This design comes from an exercise in tuning for small area on the open sky130 flow, not from production work.
Function was checked by simulation only, so behaviour that the tests miss may differ from the original.
No activity file was given, so power comes from the tool's default toggle rates.

### design/flow/standard.sh
#!/bin/bash
# synth_recipe.tcl (not shown) runs the flow's synth.tcl, then flattens the netlist and writes it again
# the make line also repeats each setting of config.mk as NAME=value (left out here)
make -C /OpenROAD-flow-scripts/flow DESIGN_CONFIG=/design/flow/config.mk WORK_HOME=/design/flow/orfs CLKGATE_MAP_FILE= SYNTH_SCRIPT=/design/flow/synth_recipe.tcl "${@:-finish}"
### design/flow/constraint.sdc
create_clock -name core_clock -period 7.0 [get_ports {clk}]
set_input_delay 1.4000 -clock core_clock [delete_from_list [all_inputs] [get_ports {clk}]]
set_output_delay 1.4000 -clock core_clock [all_outputs]
set_load 0.01 [all_outputs]
### design/flow/flow/run.sh
#!/bin/bash
# The standard layout (the standard.sh, ORFS from synthesis to the final
# layout) with one change: the buffers that buffer_ports puts on every input
# and output port are sky130_fd_sc_hd__buf_1 instead of the cell it picks by
# default.  The full make output goes to standard.log in this folder; ORFS's
# own per-step logs are under orfs/logs.
set -euo pipefail
bash standard.sh "BUFFER_PORTS_ARGS=-buffer_cell sky130_fd_sc_hd__buf_1" finish > standard.log 2>&1
### design/flow/design.v
`timescale 1ns/1ps
`default_nettype none
module fetch_stage (
    input  wire [63:2] pc,
    input  wire        inc,
    input  wire        jump,
    input  wire [18:0] off,
    output wire [63:2] npc
);
    localparam integer N = 19;
    wire [N-1:0] a = pc[20:2];
    wire [N-1:0] b = jump ? off : {{(N-1){1'b0}}, inc};
    wire [N-1:0] p [0:5];
    wire [N-1:0] g [0:5];
    assign p[0] = a ^ b;
    assign g[0] = a & b;
    genvar l, i;
    generate
        for (l = 0; l < 5; l = l + 1) begin : lv
            for (i = 0; i < N; i = i + 1) begin : bt
                if (i >= (1 << l)) begin : c
                    assign g[l+1][i] = g[l][i] | (p[l][i] & g[l][i - (1 << l)]);
                    assign p[l+1][i] = p[l][i] & p[l][i - (1 << l)];
                end else begin : n
                    assign g[l+1][i] = g[l][i];
                    assign p[l+1][i] = p[l][i];
                end
            end
        end
    endgenerate
    wire [N-1:0] lo = p[0] ^ {g[5][N-2:0], 1'b0};
    wire         c  = g[5][N-1];
    wire         sgn = jump & off[18];
    wire [42:0]  h   = pc[63:21];
    wire [42:0]  t   = sgn ? ~h : h;
    wire [42:0]  q [0:6];
    assign q[0] = t;
    generate
        for (l = 0; l < 6; l = l + 1) begin : hv
            for (i = 0; i < 43; i = i + 1) begin : bt
                if (i >= (1 << l)) begin : c
                    assign q[l+1][i] = q[l][i] & q[l][i - (1 << l)];
                end else begin : n
                    assign q[l+1][i] = q[l][i];
                end
            end
        end
    endgenerate
    wire [42:0] fl = {q[6][41:0], 1'b1};
    wire [42:0] hi = (sgn != c) ? h ^ fl : h;
    assign npc = {hi, lo};
endmodule
`default_nettype wire
`timescale 1ns/1ps
`default_nettype none
module reg_file (
    input  wire        clk,
    input  wire        clr,
    input  wire        wen,
    input  wire [4:0]  rd,
    input  wire [15:0] wd,
    input  wire [4:0]  rs1,
    input  wire [4:0]  rs2,
    output reg  [15:0] a,
    output reg  [15:0] b
);
    wire [16*32-1:0] ring_out;
    assign ring_out[15:0] = 16'd0;
    genvar g;
    generate
        for (g = 1; g < 32; g = g + 1) begin : gr
            reg  [63:0] s;
            wire        we_g = clr | (wen && rd == g);
            always @(posedge clk) begin
                s <= {s[47:0], we_g ? wd : s[63:48]};
            end
            assign ring_out[16*g +: 16] = s[63:48];
        end
    endgenerate
    integer k;
    always @(*) begin
        a = 16'd0;
        b = 16'd0;
        for (k = 1; k < 32; k = k + 1) begin
            a = a | (ring_out[16*k +: 16] & {16{rs1 == k}});
            b = b | (ring_out[16*k +: 16] & {16{rs2 == k}});
        end
    end
endmodule
`default_nettype wire
`timescale 1ns/1ps
`default_nettype none
module execute_stage (
    input  wire [15:0] a,
    input  wire [15:0] b,
    input  wire        sub,
    input  wire        cin,
    input  wire [1:0]  op,      
    output reg  [15:0] y,
    output wire        cout
);
    wire [15:0] bx = sub ? ~b : b;
    wire [15:0] p0 = a ^ bx;
    wire [15:0] g0 = (a & bx) | {15'd0, p0[0] & cin};
    wire [15:0] p1 = {p0[15:1] & p0[14:0], p0[0]};
    wire [15:0] g1 = {g0[15:1] | (p0[15:1] & g0[14:0]), g0[0]};
    wire [15:0] p2 = {p1[15:2] & p1[13:0], p1[1:0]};
    wire [15:0] g2 = {g1[15:2] | (p1[15:2] & g1[13:0]), g1[1:0]};
    wire [15:0] p3 = {p2[15:4] & p2[11:0], p2[3:0]};
    wire [15:0] g3 = {g2[15:4] | (p2[15:4] & g2[11:0]), g2[3:0]};
    wire [15:0] g4 = {g3[15:8] | (p3[15:8] & g3[7:0]), g3[7:0]};
    wire [15:0] s  = p0 ^ {g4[14:0], cin};
    assign cout = g4[15];
    always @(*) begin
        case (op)
            2'd0:    y = s;
            2'd1:    y = a ^ b;
            2'd2:    y = a | b;
            default: y = a & b;
        endcase
    end
endmodule
`default_nettype wire
`timescale 1ns/1ps
`default_nettype none
module writeback_stage (
    input  wire [15:0] a,
    input  wire        sgn,
    input  wire        c,
    output wire [15:0] y
);
    wire [15:0] t  = sgn ? ~a : a;        
    wire [15:0] q0 = t;
    wire [15:0] q1 = {q0[15:1] & q0[14:0], q0[0]};
    wire [15:0] q2 = {q1[15:2] & q1[13:0], q1[1:0]};
    wire [15:0] q3 = {q2[15:4] & q2[11:0], q2[3:0]};
    wire [15:0] q4 = {q3[15:8] & q3[7:0], q3[7:0]};
    wire [15:0] fl = {q4[14:0], 1'b1};    
    assign y = (sgn != c) ? a ^ fl : a;
endmodule
`default_nettype wire
`timescale 1ns/1ps
`default_nettype none
module core_top (
    input  wire        clk,
    input  wire        rst,
    output wire        imem_req_valid,
    input  wire        imem_req_ready,
    output wire [63:0] imem_req_addr,
    input  wire        imem_rsp_valid,
    output wire        imem_rsp_ready,
    input  wire [63:0] imem_rsp_rdata,
    output wire        dmem_req_valid,
    input  wire        dmem_req_ready,
    output wire [63:0] dmem_req_addr,
    output wire        dmem_req_we,
    output wire [63:0] dmem_req_wdata,
    input  wire        dmem_rsp_valid,
    output wire        dmem_rsp_ready,
    input  wire [63:0] dmem_rsp_rdata,
    output wire        retire_valid,
    output wire [63:0] retire_pc,
    output wire [4:0]  retire_rd,
    output wire        retire_rd_we,
    output wire [63:0] retire_rd_data
);
    reg  [1:0]  ph;      
    reg         clr;     
    reg         act;     
    reg         ldw;     
    reg         irv;     
    reg  [31:0] ir;
    reg  [63:2] pc;      
    reg         nf;      
    reg         drop;    
    reg         guess;   
    reg         xd;      
    reg         tk;      
    reg         dpend;   
    reg  [2:0]  dout;    
    reg         carry;
    reg         eqacc;
    reg  [63:0] rr;      
    reg  [63:0] ww;      
    wire ph0 = (ph == 2'd0);
    wire ph3 = (ph == 2'd3);
    wire [6:0]  opcode = ir[6:0];
    wire [2:0]  f3     = ir[14:12];
    wire [4:0]  rd     = ir[11:7];
    wire [4:0]  rs1    = ir[19:15];
    wire [4:0]  rs2    = ir[24:20];
    wire is_op   = (opcode == 7'b0110011) && (f3 == 3'b000 || f3 == 3'b100 || f3[2:1] == 2'b11);
    wire is_addi = (opcode == 7'b0010011) && (f3 == 3'b000);
    wire is_ld   = (opcode == 7'b0000011) && (f3 == 3'b011);
    wire is_sd   = (opcode == 7'b0100011) && (f3 == 3'b011);
    wire is_br   = (opcode == 7'b1100011) && (f3[2:1] == 2'b00);
    wire is_jal  = (opcode == 7'b1101111);
    wire known   = is_op | is_addi | is_ld | is_sd | is_br | is_jal;
    wire writes  = is_op | is_addi | is_ld | is_jal;
    wire is_sub  = is_op && (f3 == 3'b000) && ir[30];
    wire use_imm = is_addi | is_ld | is_sd;
    wire        run;
    wire        wen;
    wire [15:0] wd;
    wire [15:0] a_rf;
    wire [15:0] b_rf;
    reg_file u_rf (
        .clk (clk),
        .clr (clr),
        .wen (wen),
        .rd  (rd),
        .wd  (wd),
        .rs1 (rs1),
        .rs2 (rs2),
        .a   (a_rf),
        .b   (b_rf)
    );
    wire [11:0] imm12 = is_sd ? {ir[31:25], ir[11:7]} : ir[31:20];
    wire [15:0] immc  = ph0 ? {{4{imm12[11]}}, imm12} : {16{imm12[11]}};
    wire [63:0] pcx   = {pc, 2'b00};
    reg  [15:0] pcc;
    always @(*) begin
        case (ph)
            2'd0:    pcc = pcx[15:0];
            2'd1:    pcc = pcx[31:16];
            2'd2:    pcc = pcx[47:32];
            default: pcc = pcx[63:48];
        endcase
    end
    reg [15:0] ldc;
    always @(*) begin
        case (ph)
            2'd0:    ldc = dmem_rsp_rdata[15:0];
            2'd1:    ldc = dmem_rsp_rdata[31:16];
            2'd2:    ldc = dmem_rsp_rdata[47:32];
            default: ldc = dmem_rsp_rdata[63:48];
        endcase
    end
    wire [15:0] op_a = ldw ? ldc : is_jal ? pcc : a_rf;
    wire [15:0] op_b = (ldw || (is_jal && !ph0)) ? 16'd0 : is_jal ? 16'd4 : use_imm ? immc : b_rf;
    wire        cin  = ph0 ? is_sub : carry;
    wire [15:0] alu;
    wire        cout;
    wire [1:0]  aop = (is_op && f3[2] && !ldw) ? (f3[1] ? (f3[0] ? 2'd3 : 2'd2) : 2'd1) : 2'd0;
    execute_stage u_alu (
        .a    (op_a),
        .b    (op_b),
        .sub  (is_sub && !ldw),
        .cin  (cin),
        .op   (aop),
        .y    (alu),
        .cout (cout)
    );
    wire [15:0] res = alu;
    assign wd  = clr ? 16'd0 : res;
    assign wen = run && (ldw || (writes && !is_ld));
    wire eq    = eqacc && (a_rf == b_rf);
    wire taken = f3[0] ? !eq : eq;
    wire ld_rsp = !dpend && dout == 3'd1 && dmem_rsp_valid;
    wire start  = !clr && irv && !xd && !dpend && (ldw ? ld_rsp : known);
    assign run  = ph0 ? start : act;
    wire end_rnd = run && ph3;
    wire end_fin = end_rnd && (ldw || !is_ld);    
    wire mem_iss = end_rnd && !ldw && (is_ld || is_sd);
    wire tk_now   = end_fin ? taken : tk;
    wire mis      = is_br && (tk_now != guess);
    wire done     = irv && (end_fin || xd || !known);
    wire store_ok = !is_sd || !dmem_req_valid || dmem_req_ready;
    wire adv_any  = done && nf && store_ok;
    wire advance  = adv_any && !mis;
    wire fixup    = done && nf && mis;
    wire [18:0] joff = is_jal ? {ir[31], ir[19:12], ir[20], ir[30:22]}
                              : {{9{ir[31]}}, ir[7], ir[30:25], ir[11:9]};
    wire [63:2] npc;
    fetch_stage u_pcadd (
        .pc   (pc),
        .inc  (irv),
        .jump (irv && guess),
        .off  (joff),
        .npc  (npc)
    );
    wire [63:2] pc_d   = advance ? npc : pc;
    wire ld_ir = (!irv || advance) && nf && !drop && imem_rsp_valid;
    wire [31:0] nxt = pc_d[2] ? imem_rsp_rdata[63:32] : imem_rsp_rdata[31:0];
    assign imem_req_valid = !nf;
    assign imem_req_addr  = {npc[63:3], 3'b000};
    assign imem_rsp_ready = drop || ((!irv || adv_any) && nf);
    wire byp = end_rnd;
    assign dmem_req_valid = dpend || mem_iss;
    assign dmem_req_we    = is_sd;
    wire [15:0] addr3;
    writeback_stage u_addr3 (
        .a   (a_rf),
        .sgn (imm12[11]),
        .c   (carry),
        .y   (addr3)
    );
    assign dmem_req_addr  = {byp ? addr3 : rr[63:48], rr[47:0]};
    assign dmem_req_wdata = {byp ? b_rf : ww[63:48], ww[47:0]};
    assign dmem_rsp_ready = !(ldw && !dpend && dout == 3'd1) || (end_rnd && ldw);
    assign retire_valid   = end_fin;
    assign retire_pc      = pcx;
    assign retire_rd      = rd;
    assign retire_rd_we   = writes;
    assign retire_rd_data = {res, rr[47:0]};
    wire dfire  = dmem_req_valid && dmem_req_ready;
    wire drfire = dmem_rsp_valid && dmem_rsp_ready;
    always @(posedge clk or posedge rst) begin
        if (rst) begin
            ph    <= 2'd0;
            clr   <= 1'b1;
            act   <= 1'b0;
            ldw   <= 1'b0;
            irv   <= 1'b0;
            pc    <= 62'd0;
            nf    <= 1'b0;
            drop  <= 1'b0;
            xd    <= 1'b0;
            dpend <= 1'b0;
            dout  <= 3'd0;
        end else begin
            ph    <= ph + 2'd1;
            if (ph3) clr <= 1'b0;
            act   <= run && !ph3;
            if (end_rnd) ldw <= !ldw && is_ld;
            pc    <= pc_d;
            if (ld_ir) irv <= 1'b1;
            else if (advance) irv <= 1'b0;
            if (imem_req_ready) nf <= 1'b1;    
            if (ld_ir || fixup) nf <= 1'b0;
            if (fixup) drop <= !imem_rsp_valid;   
            else if (imem_rsp_valid) drop <= 1'b0;
            if (advance) xd <= 1'b0;
            else if (end_fin || fixup) xd <= 1'b1;
            dpend <= dmem_req_valid && !dmem_req_ready;
            dout  <= dout + {2'd0, dfire} - {2'd0, drfire};
        end
    end
    always @(posedge clk) begin
        if (ld_ir) begin
            ir    <= nxt;
            guess <= (nxt[6:0] == 7'b1101111) ||
                     (nxt[6:0] == 7'b1100011 && nxt[14:12] == 3'b001);
        end else if (fixup) begin
            guess <= !guess;
        end
        if (end_fin) tk <= taken;
        if (run) begin
            carry <= cout;
            eqacc <= (ph0 || eqacc) && (a_rf == b_rf);
            case (ph)
                2'd0:    begin rr[15:0]  <= res; ww[15:0]  <= b_rf; end
                2'd1:    begin rr[31:16] <= res; ww[31:16] <= b_rf; end
                2'd2:    begin rr[47:32] <= res; ww[47:32] <= b_rf; end
                default: begin rr[63:48] <= res; ww[63:48] <= b_rf; end
            endcase
        end
    end
endmodule
`default_nettype wire
### design/flow/config.mk
export PLATFORM = sky130hd
export DESIGN_NAME = core_top
export DESIGN_NICKNAME = core_top
export VERILOG_FILES = /design/flow/design.v
export SDC_FILE = /design/flow/constraint.sdc
export NUM_CORES = 8
export LEC_CHECK = 0
export CAP_MARGIN = 20
export CORE_MARGIN = 2
export CORE_UTILIZATION = 55
export CTS_CLUSTER_DIAMETER = 120
export CTS_CLUSTER_SIZE = 25
export SLEW_MARGIN = 20
export SYNTH_HIERARCHICAL = 1
export SYNTH_MINIMUM_KEEP_SIZE = 0
==> flow_summary.ini, run 1 <==
[synthesis]
synth_cell_types = 128
ys_dominant_reg_cell = dfxtp_1
async_flop_share = 0.0337
syn-instance-count = 5384
syn-cell-area_um2 = 70500
synth_edf_count = 163
yosysTopAreaCellShare = 0.564
ys_seq_area_frac = 0.660
synthTopCellsByArea = dfxtp_1 (56%), mux2_2 (8.8%), edfxtp_1 (6.9%), a22oi_1 (2.9%), dfrtp_1 (2.6%)
ys_seq_elements = 2223
yosys_warnings = 10
synth_top_area_cell = dfxtp_1
synth_most_common_cell = dfxtp_1
yosys-top-cells-count = dfxtp_1 (1985), mux2_2 (553), a22oi_1 (273)
synth_area_per_cell_um2 = 13.1

[cells_and_area]
finalNetCount = 6112
area_growth_pct = 12.9
finalInstanceArea_um2 = 79600
drive_gt1_frac = 0.235

[critical_path]
crit_fanout = 5
crit_slowest_cell = or4_4
end_kind = output port
critPathKind = flop to output port
critPathMaxStageDelay_ps = 610
crit_path_cell_trace = clkbuf_16 > nand3b_1 > buf_6 > nor3_4 > a2111oi_2 > nand3_1 > or4_4 > a211oi_4 > a21oi_2 > inv_2 > fa_2 > inv_2 > fa_2 > a21o_1 > a311o_2 > o2111ai_4 > buf_6 > nand2_4 > xnor2_2 > o21ai_2 > buf_2
crit_arrival_ps = 5640
cp_data_required_time_ps = 5600
startpoint_type = flop

[cts]
clk-insertion-delay-late_ps = 770
postCtsHoldBufs = 0
cts.root.buffer_cell = clkbuf_16
cts_num_sinks = 2223
cts_buffer_depth = 3
cts_buffers = 99
htreeDepth = 3
cts.clk_slew.worst_paths_ps = 100
cts_tree = yes

[outcome]
violations = setup timing
status = finished with violations

[detailed_routing]
drc = 0
drtPass1Iterations = 14
avgViaCountPerCell = 6.16
finalWirelength_um = 259000
ant_nets = 0
vias = 46800
drt_iter0_markers = 5911
wl_per_cell_um = 34.0

[sta]
finalCritPeriodShare = 1.01
max_slew.worst_pin.slew_ps = 1190
fmax_mhz = 142
max_slew_margin = 0.209
hold_viol = 0
layout_min_cycle_time_ps = 7040
drv_slew = 0
rsz0062_at_grt = true
setup_ws_ps = -43.8
skew_ps = 43.4
final-setup-viol-count = 3

[global_route]
grt_pass1_wl_um = 350000
track_usage = 0.384
grt-ovfl-total = 0
antenna_found_initial = 13
grt_pass1_vias = 44100
grt_start_max_net_pins = 76

[die]
pin_count = 466
core_area_um2 = 127000
initial_core_util = 0.554
fp-row-count = 131
die_h_um = 362
die_area_um2 = 131000
die_x_um = 362

[power]
p_total_mw = 29.9
ir_drop_mv = 0.319
p_leak_nw = 32.5
clkPwrFrac = 0.216
power_density_nw_per_um2 = 376
p_comb_frac = 0.272
swShare = 0.342
p_int_mw = 19.7
p_sw_mw = 10.2
pwr-share-seq = 0.511

[placement]
post-dp-hpwl_um = 186000
place_ws_ps = 164
place_area_um2 = 75000
gp_congestion = 1.08
portBuffers = 460

[flow_run]
cap_violations = 0

[min_path]
hp-class = flop to flop
## per-stage QoR
step / util / setup TNS, ps / cells / hold slack (ps)
global placement: 0.588 / 0 / 7375 / 309
floorplan: - / 0 / 5388 / 310
detailed placement: 0.589 / 0 / 7378 / 312
global route: 0.625 / -1050 / 7591 / 315
finish: 0.625 / -122 / 7600 / 312
CTS: 0.617 / -11.2 / 7552 / 303
## flip-flops by register name (all words and copies together) (netlist names), 2 cells and up
register,flops
ir,32
pc,62
rr,64
ww,64
dout,3
ph,2
u_rf.gr.s,1984
## modules after synthesis (local to each module, per instance)
module,flops+latches,cells inside
core_top,239,979
execute_stage,0,266
fetch_stage,0,387
reg_file,1984,3684
writeback_stage,0,68
## placed cells by master, fill, tap and decap left out, drive strengths merged, types with 69 or more instances in the layout
master,n
dfxtp,1985
buf,858
nand3,117
o21ai,72
mux2,645
edfxtp,163
clkbuf,120
xnor2,75
nand4,73
nor2,137
a22oi,273
ha,73
inv,69
and3,201
a21oi,132
dfrtp,74
nand2,153
## per-layer routing
layer | GRT usage | part of all wire | wire [µm] | up-vias
li1 | - | - | - | 20100
met1 | 0.496 | 0.41 | 105000 | 23200
met2 | 0.579 | 0.43 | 112000 | 2690
met3 | 0.104 | 0.093 | 24100 | 825
met4 | 0.226 | 0.069 | 17800 | 10
met5 | 0 | 0.00044 | 115 | -
## power groups by stage
stage | Sequential, mW | Clock [mW] | Combinational [mW]
after floorplan | 15.0 | 0 | 4.15
after global placement | 15.5 | 0 | 7.29
after detailed placement | 15.5 | 0 | 7.31
after CTS | 15.2 | 6.54 | 7.66
after global routing | 15.4 | 6.96 | 8.44
final | 15.3 | 6.47 | 8.15
## worst paths after layout
kind | start | endpoint | slack (ps) | cells past startpoint
max | ir[17] | retire_rd_data[56] | -40 | 21
min | u_rf.gr[4].s[26] | u_rf.gr[4].s[42] | 310 | 0
max reg2reg | ir[20] | ir[24] | 880 | 18
min reg2reg | u_rf.gr[4].s[26] | u_rf.gr[4].s[42] | 310 | 0
max in group asynchronous | rst | dout[2] | 5650 | 3
min in group asynchronous | rst | pc[34] | 790 | 3
## layout make-up
class	instances	area, µm²
fill	10100	47800
sequential	2223	46500
multi-input combinational	2647	22700
timing repair buffer	862	5260
clock buffer	117	2570
tap	1662	2080
inverter	68	259
clock inverter	8	171
antenna	13	32.5
## kinds of logic (layout without fill, tap and decap cells)
logic type                 Yosys count  count (layout)  share of synthesized area
xor gates and xnor gates           126             126                     0.0159
other                                1              18                  0.0000532
and+or+nand+nor                    990             990                     0.0811
AOI/OAI and AO/OA                  788             788                     0.0837
muxes                              661             661                      0.106
buffers and inverters              518            1055                     0.0399
DFF                               2223            2223                      0.660
adders and majority gates           77              77                     0.0141
## worst max-delay path, delay by kind of cell (launching register included)
kind                     cells  cell delay, ps
buffers and inverters        6             870
adder cells (fa/ha/maj)      2             530
AO/OA/AOI/OAI                7            1720
XOR/XNOR                     1             130
AND/OR/NAND/NOR              5            1080
flip-flops                   1             530
## timing repair
item                       in CTS  in global routing
gates cloned                    2                  2
pin swaps                      32                 67
buffers inserted               47                 32
setup endpoints to repair      18                 43
gates resized for setup       132                153
==> run 2, diff against run 1 <==
==> design/flow/run.sh (new file) <==
#!/bin/bash
# synth_recipe.tcl (not shown) runs the flow's synth.tcl, then flattens the netlist and writes it again
# the make line also repeats each setting of config.mk as NAME=value (left out here)
make -C /OpenROAD-flow-scripts/flow DESIGN_CONFIG=/design/flow/config.mk WORK_HOME=/design/flow/orfs CLKGATE_MAP_FILE= SYNTH_SCRIPT=/design/flow/synth_recipe.tcl finish
removed: design/flow/flow/run.sh
removed: design/flow/standard.sh
==> flow_summary.ini, run 2 <==
[sta]
max_slew.worst_pin.slew_ps = 1370
layout_min_cycle_time_ps = 7070
setup_ws_ps = -66.7
fmax_mhz = 142
hold_viol = 0
drv_slew = 0
whs_ps = 297
max_slew_margin = 0.0803
finalCritPeriodShare = 1.01
rsz0062_at_grt = true
final-setup-viol-count = 4
skew_ps = 53.0

[die]
fp-row-count = 131
die_area_um2 = 131000
die_x_um = 362
die_h_um = 362
initial_core_util = 0.554
core_area_um2 = 127000
pin_count = 466

[global_route]
grt_start_max_net_pins = 76
grt_pass1_wl_um = 355000
track_usage = 0.388
antenna_found_initial = 16
grt-ovfl-total = 0
grt_pass1_vias = 44700

[cells_and_area]
n_fill_cell = 9537
regMostFlops = u_rf.gr.s
largest_register_ffs = 1984
top_regs = u_rf.gr.s x1984, rr x64, ww x64
area_growth_pct = 18.2
layout_commonest_cell = dfxtp_1
regArea_um2 = 46500
drive_gt1_frac = 0.249
finalNetCount = 6209
final_cell_mix = dfxtp_1 (1985), mux2_2 (553), clkdlybuf4s50_1 (446), buf_4 (434), a22oi_1 (265)
multi_input_area_um2 = 22800
finalInstanceArea_um2 = 83300

[power]
power_density_nw_per_um2 = 370
pwr-share-seq = 0.497
p_int_mw = 20.4
clkPwrFrac = 0.212
p_sw_mw = 10.4
swShare = 0.337
p_comb_frac = 0.292
ir_drop_mv = 0.295
p_leak_nw = 34.3

[synthesis]
syn-instance-count = 5384
synth_cell_types = 128
synth_edf_count = 163
syn-cell-area_um2 = 70500
synth_top_area_cell = dfxtp_1
yosys_warnings = 10
ys_seq_elements = 2223
ys_seq_area_frac = 0.660
synth_most_common_cell = dfxtp_1
async_flop_share = 0.0337
yosysTopAreaCellShare = 0.564
yosys-top-cells-count = dfxtp_1 (1985), mux2_2 (553), a22oi_1 (273)
synthTopCellsByArea = dfxtp_1 (56%), mux2_2 (8.8%), edfxtp_1 (6.9%), a22oi_1 (2.9%), dfrtp_1 (2.6%)
ys_dominant_reg_cell = dfxtp_1
synth_area_per_cell_um2 = 13.1

[placement]
place_area_um2 = 78700
place_ws_ps = -181
post-dp-hpwl_um = 189000
gp_congestion = 1.09
portBuffers = 460

[critical_path]
crit_fanout = 7
end_kind = output port
reg2reg_slack_ps = 980
cp_data_required_time_ps = 5600
startpoint_type = flop
crit_path_cell_trace = buf_4 > buf_4 > nand2_1 > buf_4 > nor2_1 > buf_4 > a22oi_1 > nand4_1 > or4_4 > a211oi_1 > a21oi_1 > ha_2 > a21oi_1 > o21ai_0 > a21oi_1 > o41ai_2 > xnor2_1 > o21ai_2 > buf_4 > buf_6
worst_path_most_repeated_cell = buf_4
critPathBufInv = 6
critPathMaxStageDelay_ps = 1020
critPathKind = flop to output port
rr_worst_depth = 19
crit_slowest_cell = nor2_1
cp_top_family = simple AND/OR/NAND/NOR gates
crit_arrival_ps = 5670
r2r_end = ir[17]
r2r-start = ir[16]

[min_path]
hp-start = u_rf.gr[25].s[22]
hp-class = flop to flop
worstHoldPathCells = 0
holdPathEnd = u_rf.gr[25].s[38]

[cts]
cts_buffers = 100
cts_tree = yes
cts_num_sinks = 2223
cts.root.buffer_cell = clkbuf_16
htreeDepth = 3
clk-insertion-delay-late_ps = 780
cts.clk_slew.worst_paths_ps = 110
cts_buffer_depth = 3

[detailed_routing]
routed-wl-met2_um = 115000
avgViaCountPerCell = 6.19
drtPass1Iterations = 14
vias = 47600
drt_iter0_markers = 6402
wl_per_cell_um = 34.1
ant_nets = 0
finalWirelength_um = 262000
drc = 0
wl_met3_um = 26200
routed.top_layer = met5
met1Wirelength_um = 104000

[outcome]
violations = setup timing
status = finished with violations

[flow_run]
cap_violations = 0
## run 2: changes by cell type in the layout (fill, tap and decap cells not counted), moves of 5 or more
| cell | change |
|---|---|
| ha_1 | +5 |
| buf_1 | -452 |
| clkdlybuf4s50_1 | +446 |
| a2111oi_4 | +6 |
| buf_8 | -5 |
| buf_12 | +13 |
| and2_2 | +8 |
| diode_2 | -6 |
| buf_4 | +96 |
| and2_4 | -6 |
## run 2: power groups by stage
| stage | clock [mW] | sequential [mW] | combinational, mW |
|---|---|---|---|
| detailed placement | 0 | 15.5 | 8.22 |
| CTS | 6.58 | 15.3 | 8.45 |
| finish | 6.53 | 15.3 | 8.99 |
| floorplan | 0 | 15.0 | 4.15 |
| global route | 7.03 | 15.4 | 9.28 |
| global placement | 0 | 15.5 | 8.18 |
## run 2: how the worst max path moves through the flow
stage / start / endpoint / slack (ps) / cells after the start
finish: ir[16] / retire_rd_data[63] / -70 / 20
global route: ir[16] / retire_rd_data[63] / -150 / 21
CTS: ir[21] / retire_rd_data[63] / -150 / 20
detailed placement: ir[16] / retire_rd_data[63] / -180 / 18
global placement: ir[16] / retire_rd_data[60] / -210 / 20
floorplan: dmem_rsp_valid / rr[32] / 590 / 4
## run 2: final cells by class
type,count,share of cell area
antenna,7,0.000210
clock inverter,10,0.00258
inverter,68,0.00311
tap,1662,0.0250
clock buffer,117,0.0308
timing repair buffer,958,0.107
sequential,2223,0.558
multi-input combinational,2647,0.274
## run 2: repair_timing
item / 4_1_cts / 5_1_grt
buffers inserted: 26 / 45
pin swaps: 21 / 70
endpoints found under the setup margin: 54 / 59
resized for setup: 136 / 189
gates cloned: 0 / 3
hold buffers: 0 / 0
## run 2: layer usage
layer / global-route usage / vias to the layer above
li1: - / 20300
met1: 0.498 / 23500
met2: 0.599 / 2885
met3: 0.102 / 915
met4: 0.206 / 18
met5: 0 / -
## run 2: logic make-up after synthesis
kind of cell             after synthesis  share of synthesized area
AO/OA/AOI/OAI                        788                     0.0837
flip-flops                          2223                      0.660
other                                  1                  0.0000532
multiplexers                         661                      0.106
XOR/XNOR                             126                     0.0159
adder cells (fa/ha/maj)               77                     0.0141
AND/OR/NAND/NOR                      990                     0.0811
buffers and inverters                518                     0.0399
## run 2: through the flow
| stage | std cells | TNS [ps] | power, mW | util |
|---|---|---|---|---|
| 2_1_floorplan | 5388 | 0 | 19.1 | - |
| 3_3_place_gp | 7485 | -847 | 23.7 | 0.618 |
| 3_5_place_dp | 7485 | -679 | 23.8 | 0.618 |
| 4_1_cts | 7637 | -179 | 30.3 | 0.645 |
| 5_1_grt | 7686 | -1000 | 31.7 | 0.654 |
| 6_report | 7692 | -117 | 30.8 | 0.654 |
## run 2: Yosys stat by module (local to each module, per instance)
module,cells inside,area (µm²),times used,flops+latches
reg_file,3684,53000,1,1984
core_top,979,12100,1,239
fetch_stage,387,2910,1,0
execute_stage,266,1960,1,0
writeback_stage,68,498,1,0
==> run 3, diff against run 2 <==
--- a/design/flow/design.v
+++ b/design/flow/design.v
@@ -1,19 +1,19 @@
 `timescale 1ns/1ps
 `default_nettype none
 module fetch_stage (
-    input  wire [63:2] pc,
+    input  wire [18:0] pc,
     input  wire        inc,
     input  wire        jump,
     input  wire [18:0] off,
-    output wire [63:2] npc
+    output wire [18:0] lo,
+    output wire        c
 );
     localparam integer N = 19;
-    wire [N-1:0] a = pc[20:2];
     wire [N-1:0] b = jump ? off : {{(N-1){1'b0}}, inc};
     wire [N-1:0] p [0:5];
     wire [N-1:0] g [0:5];
-    assign p[0] = a ^ b;
-    assign g[0] = a & b;
+    assign p[0] = pc ^ b;
+    assign g[0] = pc & b;
     genvar l, i;
     generate
         for (l = 0; l < 5; l = l + 1) begin : lv
@@ -28,27 +28,8 @@
             end
         end
     endgenerate
-    wire [N-1:0] lo = p[0] ^ {g[5][N-2:0], 1'b0};
-    wire         c  = g[5][N-1];
-    wire         sgn = jump & off[18];
-    wire [42:0]  h   = pc[63:21];
-    wire [42:0]  t   = sgn ? ~h : h;
-    wire [42:0]  q [0:6];
-    assign q[0] = t;
-    generate
-        for (l = 0; l < 6; l = l + 1) begin : hv
-            for (i = 0; i < 43; i = i + 1) begin : bt
-                if (i >= (1 << l)) begin : c
-                    assign q[l+1][i] = q[l][i] & q[l][i - (1 << l)];
-                end else begin : n
-                    assign q[l+1][i] = q[l][i];
-                end
-            end
-        end
-    endgenerate
-    wire [42:0] fl = {q[6][41:0], 1'b1};
-    wire [42:0] hi = (sgn != c) ? h ^ fl : h;
-    assign npc = {hi, lo};
+    assign lo = p[0] ^ {g[5][N-2:0], 1'b0};
+    assign c  = g[5][N-1];
 endmodule
 `default_nettype wire
 `timescale 1ns/1ps
@@ -266,24 +247,41 @@
     wire mis      = is_br && (tk_now != guess);
     wire done     = irv && (end_fin || xd || !known);
     wire store_ok = !is_sd || !dmem_req_valid || dmem_req_ready;
-    wire adv_any  = done && nf && store_ok;
+    wire fetched  = nf || skip;    
+    wire adv_any  = done && fetched && store_ok;
     wire advance  = adv_any && !mis;
-    wire fixup    = done && nf && mis;
+    wire fixup    = done && fetched && mis;
     wire [18:0] joff = is_jal ? {ir[31], ir[19:12], ir[20], ir[30:22]}
                               : {{9{ir[31]}}, ir[7], ir[30:25], ir[11:9]};
-    wire [63:2] npc;
+    wire [18:0] lo;
+    wire        lo_c;
+    wire        jump = irv && guess;
     fetch_stage u_pcadd (
-        .pc   (pc),
+        .pc   (pc[20:2]),
         .inc  (irv),
-        .jump (irv && guess),
+        .jump (jump),
         .off  (joff),
-        .npc  (npc)
+        .lo   (lo),
+        .c    (lo_c)
     );
-    wire [63:2] pc_d   = advance ? npc : pc;
+    wire        sgn  = jump && joff[18];
+    wire        hchg = lo_c != sgn;         
+    wire        skip = irv && hchg;
+    reg  [43:0] chain;
+    reg  [63:21] hi;
+    integer     h;
+    always @(*) begin
+        chain[0] = advance && hchg;
+        for (h = 0; h < 43; h = h + 1) begin
+            chain[h+1] = chain[h] && (pc[21+h] != sgn);
+            hi[21+h]   = pc[21+h] ^ chain[h];
+        end
+    end
+    wire [63:2] pc_d = {hi, advance ? lo : pc[20:2]};
     wire ld_ir = (!irv || advance) && nf && !drop && imem_rsp_valid;
     wire [31:0] nxt = pc_d[2] ? imem_rsp_rdata[63:32] : imem_rsp_rdata[31:0];
-    assign imem_req_valid = !nf;
-    assign imem_req_addr  = {npc[63:3], 3'b000};
+    assign imem_req_valid = !nf && !hchg;
+    assign imem_req_addr  = {pc[63:21], lo[18:1], 3'b000};
     assign imem_rsp_ready = drop || ((!irv || adv_any) && nf);
     wire byp = end_rnd;
     assign dmem_req_valid = dpend || mem_iss;
@@ -326,9 +324,9 @@
             pc    <= pc_d;
             if (ld_ir) irv <= 1'b1;
             else if (advance) irv <= 1'b0;
-            if (imem_req_ready) nf <= 1'b1;    
+            if (imem_req_valid && imem_req_ready) nf <= 1'b1;
             if (ld_ir || fixup) nf <= 1'b0;
-            if (fixup) drop <= !imem_rsp_valid;   
+            if (fixup) drop <= nf && !imem_rsp_valid;   
             else if (imem_rsp_valid) drop <= 1'b0;
             if (advance) xd <= 1'b0;
             else if (end_fin || fixup) xd <= 1'b1;
--- a/design/flow/config.mk
+++ b/design/flow/config.mk
@@ -10,6 +10,7 @@
 export CORE_UTILIZATION = 55
 export CTS_CLUSTER_DIAMETER = 120
 export CTS_CLUSTER_SIZE = 25
+export SETUP_SLACK_MARGIN = 0.25
 export SLEW_MARGIN = 20
 export SYNTH_HIERARCHICAL = 1
 export SYNTH_MINIMUM_KEEP_SIZE = 0
==> flow_summary.ini, run 3 <==
[critical_path]
worst_path_most_repeated_cell = buf_4
end_kind = output port
crit_fanout = 12
r2r-start = ir[22]
reg2reg_slack_ps = 790
critPathKind = flop to output port
crit_slowest_cell = or4_4
startpoint = ir[22]
startpoint_type = flop
crit_path_cell_trace = buf_6 > buf_4 > nand3b_1 > buf_4 > nor2_2 > buf_4 > buf_12 > a2111oi_4 > nand4_1 > or4_4 > nor2_2 > nor3_1 > xor2_1 > ha_1 > buf_4 > buf_4 > o2111ai_4 > o31a_1 > or4b_4 > o2111ai_4 > buf_6
cp_data_required_time_ps = 5600
critPathMaxStageDelay_ps = 570
crit_arrival_ps = 5680

[cells_and_area]
post-route-util = 0.660
n_fill_cell = 9422
top_regs = u_rf.gr.s x1984, rr x64, ww x64
final_cell_mix = dfxtp_1 (1985), mux2_2 (582), clkdlybuf4s50_1 (440), buf_4 (408), a22oi_1 (259)
regMostFlops = u_rf.gr.s
finalNetCount = 6159
finalInstanceArea_um2 = 83200
drive_gt1_frac = 0.260
multi_input_area_um2 = 22300
area_growth_pct = 18.7
largest_register_ffs = 1984
layout_commonest_cell = dfxtp_1
regArea_um2 = 46500

[flow_run]
cap_violations = 0

[synthesis]
ys_seq_elements = 2223
synth_area_per_cell_um2 = 13.1
synth_top_area_cell = dfxtp_1
ys_seq_area_frac = 0.664
synth_most_common_cell = dfxtp_1
yosysTopAreaCellShare = 0.567
syn-instance-count = 5367
async_flop_share = 0.0337
yosys_warnings = 10
yosys-top-cells-count = dfxtp_1 (1985), mux2_2 (582), a22oi_1 (273)
ys_dominant_reg_cell = dfxtp_1
syn-cell-area_um2 = 70100
synthTopCellsByArea = dfxtp_1 (57%), mux2_2 (9.4%), edfxtp_1 (7.0%), a22oi_1 (2.9%), dfrtp_1 (2.6%)
synth_cell_types = 113
synth_edf_count = 163

[sta]
rsz0062_at_grt = true
max_slew_margin = 0.185
layout_min_cycle_time_ps = 7080
setup_ws_ps = -76.3
skew_ps = 66.6
finalCritPeriodShare = 1.01
final-setup-viol-count = 4
drv_slew = 0
hold_viol = 0
max_slew.worst_pin.slew_ps = 1220
fmax_mhz = 141

[power]
p_comb_frac = 0.286
p_leak_nw = 34.3
pwr-share-seq = 0.502
power_density_nw_per_um2 = 368
p_total_mw = 30.6
p_int_mw = 20.4
p_sw_mw = 10.2
clkPwrFrac = 0.212
ir_drop_mv = 0.281
swShare = 0.334

[global_route]
grt_pass1_vias = 44300
antenna_found_initial = 20
grt_start_max_net_pins = 76
grt-ovfl-total = 0
track_usage = 0.390
grt_pass1_wl_um = 353000

[detailed_routing]
drc = 0
vias = 47100
finalWirelength_um = 261000
drt_iter0_markers = 5744
avgViaCountPerCell = 6.17
wl_per_cell_um = 34.2
drtPass1Iterations = 13
ant_nets = 0

[die]
initial_core_util = 0.556
core_area_um2 = 126000
fp-row-count = 130
pin_count = 466
die_area_um2 = 130000
die_h_um = 361
die_x_um = 361

[placement]
place_ws_ps = 43.7
portBuffers = 460
place_area_um2 = 77900
gp_congestion = 1.07
post-dp-hpwl_um = 185000

[cts]
cts_tree = yes
cts_num_sinks = 2223
cts.root.buffer_cell = clkbuf_16
clk-insertion-delay-late_ps = 790
cts.clk_slew.worst_paths_ps = 110
cts_buffer_depth = 3
cts_buffers = 99
htreeDepth = 3

[outcome]
violations = setup timing
status = finished with violations

[min_path]
hp-class = flop to flop
hp-start = u_rf.gr[11].s[15]
run 3: cell types whose count changed in the layout (fill, tap and decap cells not counted), sizes merged, moves of 6 or more:
cell	previous run	this run
o21ai	72	64
buf	502	518
clkdlybuf4s50	446	440
mux2	645	597
a31oi	22	16
o211ai	6	12
xnor2	75	55
xor2	51	81
run 3: cell type report:
cell class	instances	share of cell area
Multi-Input combinational cell	2587	0.268
Tap cell	1650	0.0248
Clock inverter	9	0.00245
Inverter	67	0.00304
Clock buffer	114	0.0305
Timing Repair Buffer	970	0.111
Antenna cell	9	0.000271
Sequential cell	2223	0.559
run 3: worst paths after layout:
check                      cells after the start                  to
setup reg to reg                              21              ir[24]
min in group asynchronous                      3              pc[43]
hold reg to reg                                0   u_rf.gr[11].s[31]
setup / recovery                              21  retire_rd_data[62]
hold / removal                                 0   u_rf.gr[11].s[31]
max in group asynchronous                      3              pc[47]
run 3: kinds of logic after synthesis:
group	count (synthesis)	synth area share
buffers and inverters	561	0.0443
adders and majority gates	77	0.0142
other	1	0.0000535
AOI/OAI and AO/OA	771	0.0822
muxes	617	0.0992
and+or+nand+nor	981	0.0792
xor gates and xnor gates	136	0.0170
DFF	2223	0.664
run 3: power by group through the flow:
stage	logic [mW]	registers, mW	clock network, mW
6_report	8.77	15.4	6.49
5_1_grt	9.07	15.4	6.95
4_1_cts	8.26	15.3	6.51
3_5_place_dp	7.89	15.6	0
3_3_place_gp	7.84	15.5	0
2_1_floorplan	3.97	15.1	0
run 3: timing repair:
action	CTS	global route
hold buffers	0	0
resized for setup	264	167
setup endpoints to repair	27	27
cloned	3	1
pin swaps	64	55
setup buffers	58	42
run 3: layer usage:
layer  GRT usage  part of all wire  vias to the layer above
met2       0.606              0.44                     2914
met1       0.489              0.39                    23100
li1            -                 -                    20100
met3       0.105             0.094                      930
met5     0.00555            0.0011                        -
met4       0.228             0.072                       20
run 3: worst max-delay path, delay by kind of cell (launching register included):
kind | cells | cell delay (ps)
buf+inv | 8 | 1180
xor+xnor | 1 | 170
compound gates | 4 | 930
flops | 1 | 490
fa+ha+maj | 1 | 350
simple gates | 7 | 1750
run 3: through the flow:
stage	setup TNS, ps	hold WS [ps]	instances
finish	-165	307	7629
detailed placement	0	312	7392
global route	-750	311	7621
global placement	0	310	7392
CTS	0	302	7576
floorplan	0	310	5371
run 3: modules after synthesis (local to each module, per instance):
module / cells / flops+latches / cell area [µm²] / copies in the design
reg_file: 3684 / 1984 / 53000 / 1
core_top: 1174 / 239 / 13400 / 1
writeback_stage: 68 / 0 / 498 / 1
execute_stage: 266 / 0 / 1960 / 1
fetch_stage: 175 / 0 / 1210 / 1
==> run 4, diff against run 3 <==
--- a/design/flow/design.v
+++ b/design/flow/design.v
@@ -156,6 +156,13 @@
     reg         drop;    
     reg         guess;   
     reg         xd;      
+    reg         rt;      
+    reg         rval;    
+    reg  [4:0]  rrd;
+    reg         rwe;
+    reg  [20:2] opc;     
+    reg         nh;      
+    reg         ns;      
     reg         tk;      
     reg         dpend;   
     reg  [2:0]  dout;    
@@ -249,7 +256,7 @@
     wire store_ok = !is_sd || !dmem_req_valid || dmem_req_ready;
     wire fetched  = nf || skip;    
     wire adv_any  = done && fetched && store_ok;
-    wire advance  = adv_any && !mis;
+    wire advance  = adv_any && !mis && !rt;
     wire fixup    = done && fetched && mis;
     wire [18:0] joff = is_jal ? {ir[31], ir[19:12], ir[20], ir[30:22]}
                               : {{9{ir[31]}}, ir[7], ir[30:25], ir[11:9]};
@@ -266,21 +273,21 @@
     );
     wire        sgn  = jump && joff[18];
     wire        hchg = lo_c != sgn;         
-    wire        skip = irv && hchg;
+    wire        skip = irv && hchg && !rt;
     reg  [43:0] chain;
     reg  [63:21] hi;
     integer     h;
     always @(*) begin
-        chain[0] = advance && hchg;
+        chain[0] = rt && nh;
         for (h = 0; h < 43; h = h + 1) begin
-            chain[h+1] = chain[h] && (pc[21+h] != sgn);
+            chain[h+1] = chain[h] && (pc[21+h] != ns);
             hi[21+h]   = pc[21+h] ^ chain[h];
         end
     end
     wire [63:2] pc_d = {hi, advance ? lo : pc[20:2]};
     wire ld_ir = (!irv || advance) && nf && !drop && imem_rsp_valid;
     wire [31:0] nxt = pc_d[2] ? imem_rsp_rdata[63:32] : imem_rsp_rdata[31:0];
-    assign imem_req_valid = !nf && !hchg;
+    assign imem_req_valid = !nf && !hchg && !(rt && nh);
     assign imem_req_addr  = {pc[63:21], lo[18:1], 3'b000};
     assign imem_rsp_ready = drop || ((!irv || adv_any) && nf);
     wire byp = end_rnd;
@@ -296,11 +303,11 @@
     assign dmem_req_addr  = {byp ? addr3 : rr[63:48], rr[47:0]};
     assign dmem_req_wdata = {byp ? b_rf : ww[63:48], ww[47:0]};
     assign dmem_rsp_ready = !(ldw && !dpend && dout == 3'd1) || (end_rnd && ldw);
-    assign retire_valid   = end_fin;
-    assign retire_pc      = pcx;
-    assign retire_rd      = rd;
-    assign retire_rd_we   = writes;
-    assign retire_rd_data = {res, rr[47:0]};
+    assign retire_valid   = rt && rval;
+    assign retire_pc      = {pc[63:21], opc, 2'b00};
+    assign retire_rd      = rrd;
+    assign retire_rd_we   = rwe;
+    assign retire_rd_data = rr;
     wire dfire  = dmem_req_valid && dmem_req_ready;
     wire drfire = dmem_rsp_valid && dmem_rsp_ready;
     always @(posedge clk or posedge rst) begin
@@ -314,6 +321,7 @@
             nf    <= 1'b0;
             drop  <= 1'b0;
             xd    <= 1'b0;
+            rt    <= 1'b0;
             dpend <= 1'b0;
             dout  <= 3'd0;
         end else begin
@@ -328,6 +336,7 @@
             if (ld_ir || fixup) nf <= 1'b0;
             if (fixup) drop <= nf && !imem_rsp_valid;   
             else if (imem_rsp_valid) drop <= 1'b0;
+            rt    <= advance;
             if (advance) xd <= 1'b0;
             else if (end_fin || fixup) xd <= 1'b1;
             dpend <= dmem_req_valid && !dmem_req_ready;
@@ -343,6 +352,14 @@
             guess <= !guess;
         end
         if (end_fin) tk <= taken;
+        if (advance) begin
+            rval <= known;
+            rrd  <= rd;
+            rwe  <= writes;
+            opc  <= pc[20:2];
+            nh   <= hchg;
+            ns   <= sgn;
+        end
         if (run) begin
             carry <= cout;
             eqacc <= (ph0 || eqacc) && (a_rf == b_rf);
==> design/flow/flow/run.sh (new file) <==
#!/bin/bash
# The standard layout (the standard.sh, ORFS from synthesis to the final
# layout) with one change: the buffers that buffer_ports puts on every input
# and output port are sky130_fd_sc_hd__buf_1 instead of the cell it picks by
# default.  The full make output goes to standard.log in this folder; ORFS's
# own per-step logs are under orfs/logs.
set -euo pipefail
bash standard.sh "BUFFER_PORTS_ARGS=-buffer_cell sky130_fd_sc_hd__buf_1" finish > standard.log 2>&1
==> design/flow/standard.sh (new file) <==
#!/bin/bash
# synth_recipe.tcl (not shown) runs the flow's synth.tcl, then flattens the netlist and writes it again
# the make line also repeats each setting of config.mk as NAME=value (left out here)
make -C /OpenROAD-flow-scripts/flow DESIGN_CONFIG=/design/flow/config.mk WORK_HOME=/design/flow/orfs CLKGATE_MAP_FILE= SYNTH_SCRIPT=/design/flow/synth_recipe.tcl "${@:-finish}"
--- a/design/flow/config.mk
+++ b/design/flow/config.mk
@@ -7,10 +7,10 @@
 export LEC_CHECK = 0
 export CAP_MARGIN = 20
 export CORE_MARGIN = 2
-export CORE_UTILIZATION = 55
+export CORE_UTILIZATION = 60
 export CTS_CLUSTER_DIAMETER = 120
 export CTS_CLUSTER_SIZE = 25
-export SETUP_SLACK_MARGIN = 0.25
+export SETUP_SLACK_MARGIN = 0.1
 export SLEW_MARGIN = 20
 export SYNTH_HIERARCHICAL = 1
 export SYNTH_MINIMUM_KEEP_SIZE = 0
removed: design/flow/run.sh
==> flow_summary.ini, run 4 <==
[power]
ir_drop_mv = 0.313
power_density_nw_per_um2 = 373
p_leak_nw = 31.3

[sta]
tns_ps = 0
hold_viol = 0
finalCritPeriodShare = 0.980
skew_ps = 58.1
final-setup-viol-count = 0
max_slew.worst_pin.slew_ps = 1210
rsz0062_at_grt = false
max_slew_margin = 0.192
fmax_mhz = 146
drv_slew = 0
layout_min_cycle_time_ps = 6860

[detailed_routing]
drtPass1Iterations = 10
wl_per_cell_um = 35.3
vias = 46200
drc = 0
finalWirelength_um = 255000
drt_iter0_markers = 6455
ant_nets = 0
avgViaCountPerCell = 6.39

[min_path]
hp-class = flop to flop
holdPathEnd = u_rf.gr[26].s[51]
hp-start = u_rf.gr[26].s[35]
worstHoldPathCells = 0

[outcome]
status = no timing/DRC/antenna violations

[die]
die_x_um = 347
die_h_um = 347
die_area_um2 = 120000
pin_count = 466
initial_core_util = 0.606
fp-row-count = 125
core_area_um2 = 117000

[critical_path]
r2r-start = ir[22]
reg2reg_slack_ps = 290
r2r_end = u_rf.gr[15].s[4]
critPathMaxStageDelay_ps = 680
cp_data_required_time_ps = 5600
startpoint_type = flop
crit_path_cell_trace = and3b_1 > and2_1 > a22oi_1 > nand3_1 > or4_1 > buf_4 > or4b_4 > o22ai_4 > buf_12 > nand4_1 > xnor2_1 > mux2_2 > buf_1
crit_slowest_cell = or4_1
crit_arrival_ps = 5460
rr_worst_depth = 22
end_kind = output port
critPathKind = flop to output port
crit_fanout = 10

[cells_and_area]
area_growth_pct = 8.93
layout_commonest_cell = dfxtp_1
top_regs = u_rf.gr.s x1984, rr x64, ww x64
largest_register_ffs = 1984
post-route-util = 0.660
finalNetCount = 5879
final_cell_mix = dfxtp_1 (1985), mux2_2 (592), buf_1 (460), a22oi_1 (272), buf_4 (226)
drive_gt1_frac = 0.194
regMostFlops = u_rf.gr.s
n_fill_cell = 8515

[global_route]
grt_pass1_vias = 43600
grt_pass1_wl_um = 348000
track_usage = 0.415
grt-ovfl-total = 0
grt_start_max_net_pins = 72
antenna_found_initial = 18

[synthesis]
synthTopCellsByArea = dfxtp_1 (56%), mux2_2 (9.4%), edfxtp_1 (8.1%), a22oi_1 (2.9%), dfrtp_1 (2.7%)
synth_most_common_cell = dfxtp_1
ys_seq_elements = 2252
yosysTopAreaCellShare = 0.563
synth_area_per_cell_um2 = 13.2
async_flop_share = 0.0337
syn-instance-count = 5339
ys_dominant_reg_cell = dfxtp_1
yosys-top-cells-count = dfxtp_1 (1985), mux2_2 (592), a22oi_1 (272)
yosys_warnings = 10
synth_edf_count = 191
ys_seq_area_frac = 0.671
synth_top_area_cell = dfxtp_1
synth_cell_types = 110
syn-cell-area_um2 = 70600

[cts]
cts.clk_slew.worst_paths_ps = 90
htreeDepth = 3
cts_num_sinks = 2252
cts_tree = yes
cts.root.buffer_cell = clkbuf_16
cts_buffers = 101
cts_buffer_depth = 3
clk-insertion-delay-late_ps = 780

[placement]
portBuffers = 460
gp_congestion = 1.06
post-dp-hpwl_um = 183000

[flow_run]
cap_violations = 0
==> run 4: per-module statistics from Yosys (local to each module, per instance) <==
module	times used	cells
writeback_stage	1	68
core_top	1	1146
reg_file	1	3684
fetch_stage	1	175
execute_stage	1	266
==> run 4: report_power, final <==
part	leakage, nW	internal, mW	switching, mW
Sequential	18.8	14.5	1.07
Combinational	11.1	2.01	4.40
Clock	1.38	2.73	3.91
Total	31.3	19.3	9.39
==> run 4: worst max path at each step <==
stage,cells after the start,end,start
after detailed placement,22,u_rf.gr[9].s[10],ir[19]
after CTS,14,dmem_req_addr[63],ir[16]
after floorplan,20,guess,ir[5]
after global routing,16,dmem_req_addr[63],ir[17]
after global placement,22,u_rf.gr[13].s[10],ir[19]
final,13,dmem_req_addr[63],ir[17]
==> run 4: worst max-delay path, delay by kind of cell (launching register included) <==
kind | cells | cell delay, ps
flip-flops | 1 | 560
AO/OA/AOI/OAI | 2 | 540
buffers and inverters | 3 | 530
multiplexers | 1 | 280
XOR/XNOR | 1 | 210
AND/OR/NAND/NOR | 6 | 2560
==> run 4: final cells by class <==
class	instances	area, µm²	share of cell area
multi-input combinational	2525	20800	0.271
tap	1524	1910	0.0248
clock inverter	9	223	0.00290
sequential	2252	47400	0.616
antenna	12	30.0	0.000391
timing repair buffer	692	3530	0.0460
inverter	96	362	0.00470
clock buffer	122	2650	0.0344
==> run 4: what timing repair did <==
action                                  in CTS  in global routing
setup buffers                                7                  4
gates resized for setup                      6                 14
pin swaps                                    0                  3
hold buffers                                 0                  0
endpoints found under the setup margin      12                 42
==> run 4: cell families after synthesis <==
kind of cell    share of synthesized area
buf+inv                            0.0438
xor+xnor                           0.0174
fa+ha+maj                          0.0141
simple gates                       0.0742
mux                                 0.102
compound gates                     0.0771
flops                               0.671
other cells                     0.0000531
==> run 4: per-layer routing <==
layer  share of wire  GRT usage  vias to the layer above
met5         0.00052    0.00360                        -
met2            0.43      0.627                     3056
met3            0.10      0.110                      918
met1            0.39      0.532                    22800
li1                -          -                    19400
met4           0.077      0.264                       12
==> run 4: metrics by stage <==
step | setup slack, ps | cells | cell area [µm²] | total power [mW] | hold WS, ps
2_1_floorplan | 1030 | 5343 | 70600 | 19.1 | 310
3_3_place_gp | 254 | 7078 | 73800 | 21.9 | 310
3_5_place_dp | 293 | 7078 | 73800 | 22.0 | 312
4_1_cts | 30.5 | 7216 | 76800 | 28.4 | 280
5_1_grt | 113 | 7225 | 76900 | 29.5 | 288
6_report | 139 | 7232 | 76900 | 28.7 | 289
==> run 5, diff against run 4 <==
--- a/design/flow/config.mk
+++ b/design/flow/config.mk
@@ -7,7 +7,7 @@
 export LEC_CHECK = 0
 export CAP_MARGIN = 20
 export CORE_MARGIN = 2
-export CORE_UTILIZATION = 60
+export CORE_UTILIZATION = 55
 export CTS_CLUSTER_DIAMETER = 120
 export CTS_CLUSTER_SIZE = 25
 export SETUP_SLACK_MARGIN = 0.1
==> flow_summary.ini, run 5 <==
[outcome]
status = no timing/DRC/antenna violations

[synthesis]
yosys-mux-area-fraction = 0.102
synth_cell_types = 110
synthAdderAreaFrac = 0.0141
synth_xor_area_frac = 0.0174
syn-instance-count = 5339
synth-simple-area-share = 0.0742
yosys-top-cells-count = dfxtp_1 (1985), mux2_2 (592), a22oi_1 (272)
synth_compound_area_frac = 0.0771
yosysTopAreaCellShare = 0.563
synth_top_family_by_area = multiplexers
synth_top_area_cell = dfxtp_1
synth_most_common_cell = dfxtp_1
syn-cell-area_um2 = 70600
async_flop_share = 0.0337
yosys_warnings = 10
synth_area_per_cell_um2 = 13.2
ys_dominant_reg_cell = dfxtp_1
ys_seq_elements = 2252
ys_seq_area_frac = 0.671
synth_edf_count = 191
synthTopCellsByArea = dfxtp_1 (56%), mux2_2 (9.4%), edfxtp_1 (8.1%), a22oi_1 (2.9%), dfrtp_1 (2.7%)

[die]
die_area_um2 = 131000
core_area_um2 = 128000
fp-row-count = 131
initial_core_util = 0.554
pin_count = 466
die_h_um = 362
die_x_um = 362

[critical_path]
worstSetupPathDepth = 12
end_kind = output port
critPathMaxStageDelay_ps = 880
r2r-start = ir[24]
crit_path_end = dmem_req_addr[63]
cp_data_required_time_ps = 5600
cp_top_family = simple AND/OR/NAND/NOR gates
crit_arrival_ps = 5530
crit_fanout = 13
critPathBufInv = 2
critPathKind = flop to output port
rr_worst_depth = 20
crit_path_cell_trace = and3b_1 > and2_1 > buf_4 > a22oi_1 > nand4_1 > or4_1 > or4b_1 > o22ai_1 > nand4_1 > xnor2_1 > mux2_2 > buf_1
crit_slowest_cell = or4_1
reg2reg_slack_ps = 310
r2r_end = u_rf.gr[20].s[13]
startpoint_type = flop
startpoint = ir[18]
worst_path_most_repeated_cell = nand4_1

[cts]
cts_tree = yes
cts_buffers = 100
cts_num_sinks = 2252
cts.clk_slew.worst_paths_ps = 110
cts_buffer_depth = 3
htreeDepth = 3
cts.root.buffer_cell = clkbuf_16
clk-insertion-delay-late_ps = 780
postCtsHoldBufs = 0

[sta]
skew_ps = 57.4
final-setup-viol-count = 0
setup_ws_ps = 74.3
max_slew_margin = 0.242
fmax_mhz = 144
rsz0062_at_grt = true
whs_ps = 297
drv_slew = 0
hold_viol = 0
layout_min_cycle_time_ps = 6930
tns_ps = 0
finalCritPeriodShare = 0.989
max_slew.worst_pin.slew_ps = 1140

[cells_and_area]
final_cell_mix = dfxtp_1 (1985), mux2_2 (592), buf_1 (460), a22oi_1 (272), buf_4 (223)
regMostFlops = u_rf.gr.s
layout_commonest_cell = dfxtp_1
finalNetCount = 5871
area_growth_pct = 8.82
top_regs = u_rf.gr.s x1984, rr x64, ww x64
n_fill_cell = 10300
largest_register_ffs = 1984
drive_gt1_frac = 0.192

[detailed_routing]
avgViaCountPerCell = 6.15
drt_iter0_markers = 5944
ant_nets = 0
vias = 45300
wl_per_cell_um = 34.1
drtPass1Iterations = 10
drc = 0
finalWirelength_um = 251000

[placement]
place_ws_ps = 342
gp_congestion = 1.05
portBuffers = 460
post-dp-hpwl_um = 176000

[global_route]
grt_pass1_wl_um = 339000
grt_start_max_net_pins = 72
track_usage = 0.373
grt_pass1_vias = 41800
antenna_found_initial = 12
grt-ovfl-total = 0

[power]
ir_drop_mv = 0.266
p_leak_nw = 31.2
power_density_nw_per_um2 = 371

[min_path]
hp-class = flop to flop

[flow_run]
cap_violations = 0
-- run 5: cell counts after synthesis --
Identical to the previous run, type by type.
-- run 5: report_power, final --
part,switching (mW),leakage [nW],internal [mW]
Sequential,1.01,18.8,14.5
Clock,3.89,1.33,2.66
Combinational,4.44,11.1,1.98
Total,9.33,31.2,19.2
-- run 5: stage by stage --
stage                     power [mW]   util  std cells  cell area [µm²]
after floorplan                 19.1      -       5343            70600
after global placement          21.9  0.580       7216            74000
after detailed placement        22.0  0.580       7216            74000
after CTS                       28.4  0.602       7343            76700
after global routing            29.4  0.602       7349            76800
final                           28.5  0.602       7354            76800
-- run 5: logic make-up (layout without fill, tap and decap cells) --
| group | after synthesis | after routing |
|---|---|---|
| compound gates | 736 | 736 |
| xor+xnor | 140 | 140 |
| fa+ha+maj | 77 | 77 |
| buf+inv | 566 | 908 |
| flops | 2252 | 2252 |
| mux | 627 | 627 |
| other cells | 1 | 12 |
| simple gates | 940 | 940 |
-- run 5: metal layers --
metal  part of all wire  GRT usage  vias to the layer above
met2               0.43      0.567                     2835
met5           0.000052          0                        -
li1                   -          -                    19400
met3               0.10     0.0991                      854
met1               0.40      0.480                    22200
met4              0.071      0.218                        2
-- run 5: worst min path at each step --
stage                           start  cells after the start           endpoint
floorplan            u_rf.gr[10].s[0]                      0  u_rf.gr[10].s[16]
global placement      u_rf.gr[9].s[3]                      0   u_rf.gr[9].s[19]
detailed placement  u_rf.gr[21].s[47]                      0  u_rf.gr[21].s[63]
CTS                  u_rf.gr[3].s[45]                      0   u_rf.gr[3].s[61]
global route        u_rf.gr[25].s[32]                      0  u_rf.gr[25].s[48]
finish               u_rf.gr[3].s[45]                      0   u_rf.gr[3].s[61]
-- run 5: area by class of cell --
cell class | instances | area [µm²] | area share
Antenna cell | 7 | 17.5 | 0.000228
Clock buffer | 120 | 2600 | 0.0338
Clock inverter | 7 | 124 | 0.00161
Inverter | 96 | 362 | 0.00471
Multi-Input combinational cell | 2525 | 20800 | 0.271
Sequential cell | 2252 | 47400 | 0.617
Tap cell | 1662 | 2080 | 0.0271
Timing Repair Buffer | 685 | 3440 | 0.0448
-- run 5: Yosys stat by module (local to each module, per instance) --
| module | times used | cells | flip-flops and latches |
|---|---|---|---|
| fetch_stage | 1 | 175 | 0 |
| writeback_stage | 1 | 68 | 0 |
| core_top | 1 | 1146 | 268 |
| execute_stage | 1 | 266 | 0 |
| reg_file | 1 | 3684 | 1984 |
-- run 5: repair_timing --
item,in CTS,in global routing
pin swaps,0,1
resized for setup,7,12
setup endpoints to repair,11,44
endpoints found under the hold margin,0,0
buffers inserted,0,4
==> run 6, diff against run 5 <==
--- a/design/flow/config.mk
+++ b/design/flow/config.mk
@@ -10,7 +10,7 @@
 export CORE_UTILIZATION = 55
 export CTS_CLUSTER_DIAMETER = 120
 export CTS_CLUSTER_SIZE = 25
-export SETUP_SLACK_MARGIN = 0.1
+export SETUP_SLACK_MARGIN = 0.2
 export SLEW_MARGIN = 20
 export SYNTH_HIERARCHICAL = 1
 export SYNTH_MINIMUM_KEEP_SIZE = 0
==> flow_summary.ini, run 6 <==
[synthesis]
async_flop_share = 0.0337
syn-cell-area_um2 = 70600
yosys_warnings = 10
synth_cell_types = 110
synth_edf_count = 191
yosysTopAreaCellShare = 0.563
synthTopCellsByArea = dfxtp_1 (56%), mux2_2 (9.4%), edfxtp_1 (8.1%), a22oi_1 (2.9%), dfrtp_1 (2.7%)
ys_seq_elements = 2252
synth_area_per_cell_um2 = 13.2
ys_dominant_reg_cell = dfxtp_1
synth_most_common_cell = dfxtp_1
synth_top_area_cell = dfxtp_1
syn-instance-count = 5339
yosys-top-cells-count = dfxtp_1 (1985), mux2_2 (592), a22oi_1 (272)
ys_seq_area_frac = 0.671

[sta]
finalCritPeriodShare = 0.961
fmax_mhz = 149
tns_ps = 0
skew_ps = 58.1
max_slew.worst_pin.slew_ps = 1150
final-setup-viol-count = 0
setup_ws_ps = 272
rsz0062_at_grt = false
hold_viol = 0
layout_min_cycle_time_ps = 6730
max_slew_margin = 0.231
drv_slew = 0

[cells_and_area]
largest_register_ffs = 1984
regMostFlops = u_rf.gr.s
drive_gt1_frac = 0.195
final_cell_mix = dfxtp_1 (1985), mux2_2 (592), buf_1 (460), a22oi_1 (272), buf_4 (228)
finalNetCount = 5877
area_growth_pct = 8.93
top_regs = u_rf.gr.s x1984, rr x64, ww x64
layout_commonest_cell = dfxtp_1

[cts]
htreeDepth = 3
cts_tree = yes
postCtsHoldBufs = 0
clk-insertion-delay-late_ps = 780
cts_buffer_depth = 3
cts_buffers = 100
cts.clk_slew.worst_paths_ps = 110
cts.root.buffer_cell = clkbuf_16
cts_num_sinks = 2252

[critical_path]
critPathKind = flop to output port
cp_top_family = simple AND/OR/NAND/NOR gates
crit_path_cell_trace = buf_4 > nor3b_2 > buf_4 > and2_1 > a22oi_1 > nand4_1 > or4_4 > buf_4 > or4b_4 > o22ai_2 > buf_4 > nand4_1 > xnor2_1 > mux2_2 > buf_1
startpoint_type = flop
rr_worst_depth = 18
crit_fanout = 24
cp_data_required_time_ps = 5600
reg2reg_slack_ps = 370
r2r_end = ir[24]
critPathBufInv = 5
crit_slowest_cell = or4_4
critPathMaxStageDelay_ps = 630
crit_arrival_ps = 5330
r2r-start = ir[24]
worst_path_most_repeated_cell = buf_4
end_kind = output port

[global_route]
grt_start_max_net_pins = 72
track_usage = 0.373
antenna_found_initial = 11
grt-ovfl-total = 0
grt_pass1_vias = 41900
grt_pass1_wl_um = 339000

[detailed_routing]
drt_iter0_markers = 5986
finalWirelength_um = 251000
drtPass1Iterations = 13
drc = 0
ant_nets = 0
avgViaCountPerCell = 6.16
vias = 45300
wl_per_cell_um = 34.1

[placement]
post-dp-hpwl_um = 176000
portBuffers = 460
place_ws_ps = 342
gp_congestion = 1.05

[power]
ir_drop_mv = 0.266
power_density_nw_per_um2 = 371
p_leak_nw = 31.2

[die]
die_area_um2 = 131000
die_x_um = 362
core_area_um2 = 128000
fp-row-count = 131
pin_count = 466
initial_core_util = 0.554
die_h_um = 362

[min_path]
worstHoldPathCells = 0
hp-start = u_rf.gr[3].s[45]
hp-class = flop to flop
holdPathEnd = u_rf.gr[3].s[61]

[flow_run]
cap_violations = 0

[outcome]
status = no timing/DRC/antenna violations
-- run 6: kinds of logic (layout without fill, tap and decap cells) --
family | after synthesis | after routing | share of synthesized area
AO/OA/AOI/OAI | 736 | 736 | 0.0771
adder cells (fa/ha/maj) | 77 | 77 | 0.0141
AND/OR/NAND/NOR | 940 | 941 | 0.0742
buffers and inverters | 566 | 913 | 0.0438
flip-flops | 2252 | 2252 | 0.671
multiplexers | 627 | 627 | 0.102
other | 1 | 10 | 0.0000531
XOR/XNOR | 140 | 140 | 0.0174
-- run 6: worst max-delay path by stage --
stage            from                end  depth (start not counted)
2_1_floorplan   ir[5]              guess                         20
3_3_place_gp   ir[18]    u_rf.gr[2].s[6]                         21
3_5_place_dp   ir[18]   u_rf.gr[17].s[6]                         21
4_1_cts        ir[18]  dmem_req_addr[60]                         13
5_1_grt        ir[17]  dmem_req_addr[60]                         13
6_report       ir[17]  dmem_req_addr[63]                         15
-- run 6: cell type report --
| type | instances | area, µm² |
|---|---|---|
| inverter | 96 | 362 |
| clock inverter | 7 | 124 |
| fill | 10300 | 50600 |
| sequential | 2252 | 47400 |
| clock buffer | 120 | 2600 |
| multi-input combinational | 2526 | 20900 |
| tap | 1662 | 2080 |
| antenna | 5 | 12.5 |
| timing repair buffer | 690 | 3480 |
-- run 6: worst register-to-register path: cells and delay by family, from the launching register on --
kind	cells	cell delay [ps]
buffers and inverters	4	1000
DFF	1	720
muxes	1	540
xor gates and xnor gates	2	520
and+or+nand+nor	7	1850
AOI/OAI and AO/OA	4	1690
-- run 6: per-layer routing --
metal  up-vias  global-route usage  routed length [µm]
met4        10               0.222               17700
met5         -                   0                  65
li1      19400                   -                   -
met3       813               0.104               25500
met1     22300               0.478               99800
met2      2796               0.564              108000
-- run 6: stage by stage --
stage | area (µm²) | power (mW) | hold WS (ps) | util | cells
CTS | 76800 | 28.4 | 302 | 0.602 | 7345
finish | 76900 | 28.6 | 300 | 0.603 | 7358
detailed placement | 74000 | 22.0 | 312 | 0.580 | 7216
global route | 76900 | 29.5 | 306 | 0.603 | 7355
floorplan | 70600 | 19.1 | 310 | - | 5343
global placement | 74000 | 21.9 | 309 | 0.580 | 7216
-- run 6: Yosys stat by module (local to each module, per instance) --
module	cells	flops+latches	times used
execute_stage	266	0	1
core_top	1146	268	1
fetch_stage	175	0	1
writeback_stage	68	0	1
reg_file	3684	1984	1
-- run 6: power breakdown --
group | switching [mW] | internal [mW] | total [mW] | leakage, nW
combinational | 4.46 | 2.00 | 6.46 | 11.1
clock | 3.88 | 2.66 | 6.54 | 1.33
sequential | 1.01 | 14.5 | 15.5 | 18.8
-- run 6: repair_timing --
| action | 4_1_cts | 5_1_grt |
|---|---|---|
| endpoints found under the setup margin | 12 | 146 |
| pin swaps | 0 | 2 |
| cloned | 0 | 1 |
| gates resized for setup | 11 | 20 |
| setup buffers | 2 | 7 |

[afterwards: timing with drivers on the ports]
In the flow no input, the clock included, has a driving cell. The finished layouts below were timed again as built, in two steps.
Step 1 (the two cells are an assumption about what drives the block):
set clk [get_ports {clk}]
set_driving_cell -lib_cell sky130_fd_sc_hd__clkbuf_16 $clk
set_driving_cell -lib_cell sky130_fd_sc_hd__buf_2 [delete_from_list [all_inputs] $clk]
Step 2, shift: input delay + t, output delay - t, t = (earliest + latest rising clock arrival at the registers) / 2. This alone moves slack from input paths to output paths.
a / b / c = ideal ports / drivers / drivers and shift; a / b = the first two.
| run | t, ns | setup slack, ns | clock arrival spread, ns |
|---|---|---|---|
| run 1 | 0.828 | -0.044 / -0.122 / 0.705 | 0.044 / 0.045 |
| run 2 | 0.835 | -0.067 / -0.143 / 0.624 | 0.053 / 0.053 |
| run 3 | 0.841 | -0.076 / -0.158 / 0.682 | 0.067 / 0.067 |
| run 4 | 0.821 | 0.139 / 0.065 / 0.287 | 0.059 / 0.059 |
| run 5 | 0.828 | 0.074 / -0.002 / 0.315 | 0.057 / 0.058 |
| run 6 | 0.828 | 0.272 / 0.196 / 0.367 | 0.059 / 0.059 |
